What follows belongs to an exercise in optimizing a design on an open flow for small area and a short achievable clock period; a production flow would make more cautious choices.
RTL that was checked went through simulation tests only; none was proved equivalent to the original.
Power is estimated from default activity; no workload was simulated.

== job 102 ==
Design inst_mem_responder, start of the top module:
module inst_mem_responder #(
    parameter int WORD_SIZE = 16,
    parameter int ADDR_BITS = 8,
    parameter int LATENCY   = 2
) (
    input  logic                   clk,
    input  logic                   reset_n,
    input  logic                   readM,
    input  logic [WORD_SIZE-1:0]   address,
    output logic [WORD_SIZE-1:0]   data,
    output logic                   inputReady,
    output logic                   busy,
    input  logic                   load_en,
    input  logic [ADDR_BITS-1:0]   load_addr,
    input  logic [WORD_SIZE-1:0]   load_data,
    output logic [WORD_SIZE-1:0]   req_count
);
    localparam int DEPTH = 1 << ADDR_BITS;
    localparam int LO    = ADDR_BITS / 2;
    localparam int HI    = ADDR_BITS - LO;
    logic                 busy_q;
    logic                 idle_q;
    logic                 ready_q;
    logic [WORD_SIZE-1:0] count_q;
    logic [WORD_SIZE-1:0] data_q;
    logic [(1<<HI)-1:0]   hr_q;
    logic [(1<<HI)-1:0]   hw_q;
    logic [(1<<LO)-1:0]   lr_q [2];
    logic [(1<<LO)-1:0]   lw_q [2];
    logic [(1<<LO)-1:0]   lr_dec;
    logic [(1<<LO)-1:0]   lw_dec;
    logic [WORD_SIZE-1:0] wdata_q;
    logic                 idle;
    logic                 wr_next;
    logic                 rd_next;
    logic [(1<<HI)-1:0]   hr_dec;
    logic [(1<<HI)-1:0]   hw_dec;
    logic [DEPTH-1:0]     sel_n;
    logic [DEPTH-1:0]     we;
    logic [DEPTH-1:0]     wen;
    logic [WORD_SIZE-1:0] rd;
    logic [WORD_SIZE-1:0] word_q [DEPTH];
    assign idle    = idle_q;
    assign wr_next = idle && load_en;
    assign rd_next = idle && readM && !load_en;
    assign hr_dec  = (1 << HI)'(1) << address[ADDR_BITS-1:LO];
    assign lr_dec  = (1 << LO)'(1) << address[LO-1:0];
    assign hw_dec  = (1 << HI)'(1) << load_addr[ADDR_BITS-1:LO];
    assign lw_dec  = (1 << LO)'(1) << load_addr[LO-1:0];
    always_ff @(posedge clk) begin
        hr_q    <= hr_dec;
        hw_q    <= wr_next ? hw_dec : '0;
        lr_q[0] <= (rd_next && !address[ADDR_BITS-1]) ? lr_dec : '0;
        lr_q[1] <= (rd_next &&  address[ADDR_BITS-1]) ? lr_dec : '0;
        lw_q[0] <= !load_addr[ADDR_BITS-1] ? lw_dec : '0;
  ...
export LEC_CHECK = 0
export CAP_MARGIN = 10
export CORE_MARGIN = 2
export CORE_UTILIZATION = 60
export CTS_CLUSTER_DIAMETER = 100
export CTS_CLUSTER_SIZE = 26
export SETUP_SLACK_MARGIN = 3.1
export SLEW_MARGIN = 10
export SYNTH_HIERARCHICAL = 1
export SYNTH_MINIMUM_KEEP_SIZE = 0
create_clock -name core_clock -period 5.5 [get_ports {clk}]
run.sh (not shown) runs the stock make flow with config.mk's settings and CLKGATE_MAP_FILE= SYNTH_SCRIPT=/design/flow/synth_recipe.tcl, a recipe that flattens the netlist after the stock synthesis.
### job 102 -> job 103
-- flow/config.mk --
<<< job 102, line 8
export CAP_MARGIN = 10
export CORE_MARGIN = 2
export CORE_UTILIZATION = 60
export CTS_CLUSTER_DIAMETER = 100
export CTS_CLUSTER_SIZE = 26
export SETUP_SLACK_MARGIN = 3.1
export SLEW_MARGIN = 10
export SYNTH_HIERARCHICAL = 1
>>> job 103, line 8
export CAP_MARGIN = 10
export CORE_MARGIN = 2
export CORE_UTILIZATION = 66
export CTS_CLUSTER_DIAMETER = 100
export CTS_CLUSTER_SIZE = 28
export SETUP_SLACK_MARGIN = 3.0
export SLEW_MARGIN = 10
export SYNTH_HIERARCHICAL = 1
==> run summary <==
- In the reports for job 103 and job 102, the larger total power density per cell area belongs to job 103.
- When job 103 is measured against job 102, its share of the clock period used by the worst path turns out 1.4 points higher.
- [compare] base=job 102 new=job 103: setup skew after layout went down 6.6 ps, worst relative slew slack went down 1.9 points.
- Against job 102, job 103 reports a setup slack of the critical path after layout that is lower.
- Job 103 — clock-buffer cell count 6 lower, job 102 as reference
- Timing-limited maximum frequency is higher on job 102
- Comparing job 103 and job 102, the lower power drawn by the clock network was measured on job 103.
- Compared with job 102, job 103 shows a lower wire length of the first global-routing pass.
- Core utilization: job 103 higher than job 102
No functional check of the RTL was part of any run of this note.

The RTL this note starts from:
==> flow/design.v <==
module inst_mem_responder #(
    parameter int WORD_SIZE = 16,
    parameter int ADDR_BITS = 8,
    parameter int LATENCY   = 2
) (
    input  logic                   clk,
    input  logic                   reset_n,
    input  logic                   readM,
    input  logic [WORD_SIZE-1:0]   address,
    output logic [WORD_SIZE-1:0]   data,
    output logic                   inputReady,
    output logic                   busy,
    input  logic                   load_en,
    input  logic [ADDR_BITS-1:0]   load_addr,
    input  logic [WORD_SIZE-1:0]   load_data,
    output logic [WORD_SIZE-1:0]   req_count
);
    localparam int DEPTH = 1 << ADDR_BITS;
    localparam int LO    = ADDR_BITS / 2;
    localparam int HI    = ADDR_BITS - LO;
    logic                 busy_q;
    logic                 idle_q;
    logic                 ready_q;
    logic [WORD_SIZE-1:0] count_q;
    logic [WORD_SIZE-1:0] data_q;
    logic [(1<<HI)-1:0]   hr_q;
    logic [(1<<HI)-1:0]   hw_q;
    logic [(1<<LO)-1:0]   lr_q [4];
    logic [(1<<LO)-1:0]   lw_q [2];
    logic [(1<<LO)-1:0]   lr_dec;
    logic [(1<<LO)-1:0]   lw_dec;
    logic [WORD_SIZE-1:0] wdata_q;
    logic                 idle;
    logic                 wr_next;
    logic                 rd_next;
    logic [(1<<HI)-1:0]   hr_dec;
    logic [(1<<HI)-1:0]   hw_dec;
    logic [DEPTH-1:0]     sel_n;
    logic [DEPTH-1:0]     we;
    logic [DEPTH-1:0]     wen;
    logic [WORD_SIZE-1:0] rd;
    logic [WORD_SIZE-1:0] word_q [DEPTH];
    assign idle    = idle_q;
    assign wr_next = idle && load_en;
    assign rd_next = idle && readM && !load_en;
    assign hr_dec  = (1 << HI)'(1) << address[ADDR_BITS-1:LO];
    assign lr_dec  = (1 << LO)'(1) << address[LO-1:0];
    assign hw_dec  = (1 << HI)'(1) << load_addr[ADDR_BITS-1:LO];
    assign lw_dec  = (1 << LO)'(1) << load_addr[LO-1:0];
    always_ff @(posedge clk) begin
        hr_q    <= hr_dec;
        hw_q    <= wr_next ? hw_dec : '0;
        for (int k = 0; k < 4; k++) begin
            lr_q[k] <= (rd_next && address[ADDR_BITS-1 -: 2] == 2'(k)) ? lr_dec : '0;
        end
        lw_q[0] <= !load_addr[ADDR_BITS-1] ? lw_dec : '0;
        lw_q[1] <=  load_addr[ADDR_BITS-1] ? lw_dec : '0;
        wdata_q <= load_data;
        data_q  <= rd;
    end
    for (genvar w = 0; w < DEPTH; w++) begin : g_word
        logic [WORD_SIZE-1:0] nxt;
        imr_nand2 u_sel (.a(hr_q[w >> LO]), .b(lr_q[w >> (ADDR_BITS-2)][w % (1 << LO)]),
                           .y(sel_n[w]));
        imr_nand2 u_wen (.a(hw_q[w >> LO]), .b(lw_q[w >> (ADDR_BITS-1)][w % (1 << LO)]),
                           .y(wen[w]));
        imr_inv   u_we  (.a(wen[w]), .y(we[w]));
        for (genvar b = 0; b < WORD_SIZE; b++) begin : g_bit
            imr_hold u_hold (
                .we(we[w]), .wen(wen[w]), .d(wdata_q[b]), .q(word_q[w][b]),
                .y(nxt[b])
            );
        end
        always_ff @(posedge clk) word_q[w] <= nxt;
    end
    for (genvar b = 0; b < WORD_SIZE; b++) begin : g_rd
        logic [127:0] l1;    
        logic [63:0]  l2;    
        logic [15:0]  l3;    
        logic [7:0]   l4;    
        logic [1:0]   l5;    
        for (genvar i = 0; i < 128; i++) begin : g_l1
            imr_o22n u (
                .a0(sel_n[2*i]), .b0(word_q[2*i][b]),
                .a1(sel_n[2*i+1]), .b1(word_q[2*i+1][b]),
                .y(l1[i])
            );
        end
        for (genvar i = 0; i < 64; i++) begin : g_l2
            imr_nor2 u (.a(l1[2*i]), .b(l1[2*i+1]), .y(l2[i]));
        end
        for (genvar i = 0; i < 16; i++) begin : g_l3
            imr_nand4 u (.a(l2[4*i +: 4]), .y(l3[i]));
        end
        for (genvar i = 0; i < 8; i++) begin : g_l4
            imr_nor2 u (.a(l3[2*i]), .b(l3[2*i+1]), .y(l4[i]));
        end
        for (genvar i = 0; i < 2; i++) begin : g_l5
            imr_nand4 u (.a(l4[4*i +: 4]), .y(l5[i]));
        end
        imr_nor2 u_l6 (.a(l5[0]), .b(l5[1]), .y(rd[b]));
    end
    always_ff @(posedge clk or negedge reset_n) begin
        if (!reset_n) begin
            busy_q  <= 1'b0;
            idle_q  <= 1'b1;
            ready_q <= 1'b0;
            count_q <= '0;
        end else begin
            busy_q  <= idle ? rd_next : !ready_q;
            idle_q  <= idle ? !rd_next : ready_q;
            ready_q <= busy_q && !ready_q;
            if (ready_q) count_q <= count_q + 1'b1;
        end
    end
    assign data       = data_q;
    assign inputReady = ready_q;
    assign busy       = busy_q;
    assign req_count  = count_q;
endmodule
module imr_nand2 (
    input  logic a,
    input  logic b,
    output logic y
);
    assign y = !(a && b);
endmodule
module imr_inv (
    input  logic a,
    output logic y
);
    assign y = !a;
endmodule
module imr_hold (
    input  logic we,
    input  logic wen,
    input  logic d,
    input  logic q,
    output logic y
);
    assign y = (we && d) || (wen && q);
endmodule
module imr_o22n (
    input  logic a0,
    input  logic b0,
    input  logic a1,
    input  logic b1,
    output logic y
);
    assign y = !((a0 || b0) && (a1 || b1));
endmodule
module imr_nand4 (
    input  logic [3:0] a,
    output logic       y
);
    assign y = !(&a);
endmodule
module imr_nor2 (
    input  logic a,
    input  logic b,
    output logic y
);
    assign y = !(a || b);
endmodule
export LEC_CHECK = 0
export CAP_MARGIN = 10
export CORE_MARGIN = 2
export CORE_UTILIZATION = 60
export CTS_CLUSTER_DIAMETER = 100
export CTS_CLUSTER_SIZE = 26
export SETUP_SLACK_MARGIN = 3.12
export SLEW_MARGIN = 10
export SYNTH_HIERARCHICAL = 1
export SYNTH_MINIMUM_KEEP_SIZE = 0
create_clock -name core_clock -period 5.5 [get_ports {clk}]
Rerun with:
- SETUP_SLACK_MARGIN: 3.12 -> 3.05
The changed run produced a clean layout.
Synthesized area does not change.
Routed wire length hardly moves.
Synthesized cell count stays the same.
Sequential power stays flat.
Clock-buffer cell count is unchanged.
Register-to-register slack is better by 0.07 ns.
Die area stays the same.
Global-route usage shrinks by 0.12 points.
Critical path depth shrinks by 1.
Final cell count stays flat.

## static timing again, ports no longer ideal
Ports are ideal in the flow. The routed layouts listed here were re-timed in OpenROAD. Step 1 sets driving cells, clkbuf_16 on the clock port and buf_2 on the other inputs (assumed; they add their load-dependent delay and slew). Step 2 times the ports against the registers' clock, not the clock port: input delays grow and output delays shrink by t, the midpoint of the rising clock arrivals with the driver on. a / b / c = ideal ports / drivers / drivers and shift; a / b = the first two.
run	shift t [ns]	slack for setup (ns)	hold slack, ns	pins driven straight from the clock port
job 102	1.010	2.837 / 2.788 / 2.194	0.477 / 0.477 / 0.477	1
job 103	0.972	2.762 / 2.734 / 2.261	0.478 / 0.478 / 0.478	1
the first run of note 2	0.968	2.561 / 2.561 / 2.021	0.478 / 0.478 / 0.478	1
the second run of note 2	0.986	2.635 / 2.635 / 2.005	0.477 / 0.477 / 0.477	1
After both steps every run listed still meets setup and hold. The setup slack of job 102, which loses most, moves by -0.049 ns with the drivers and by -0.643 ns with both steps.
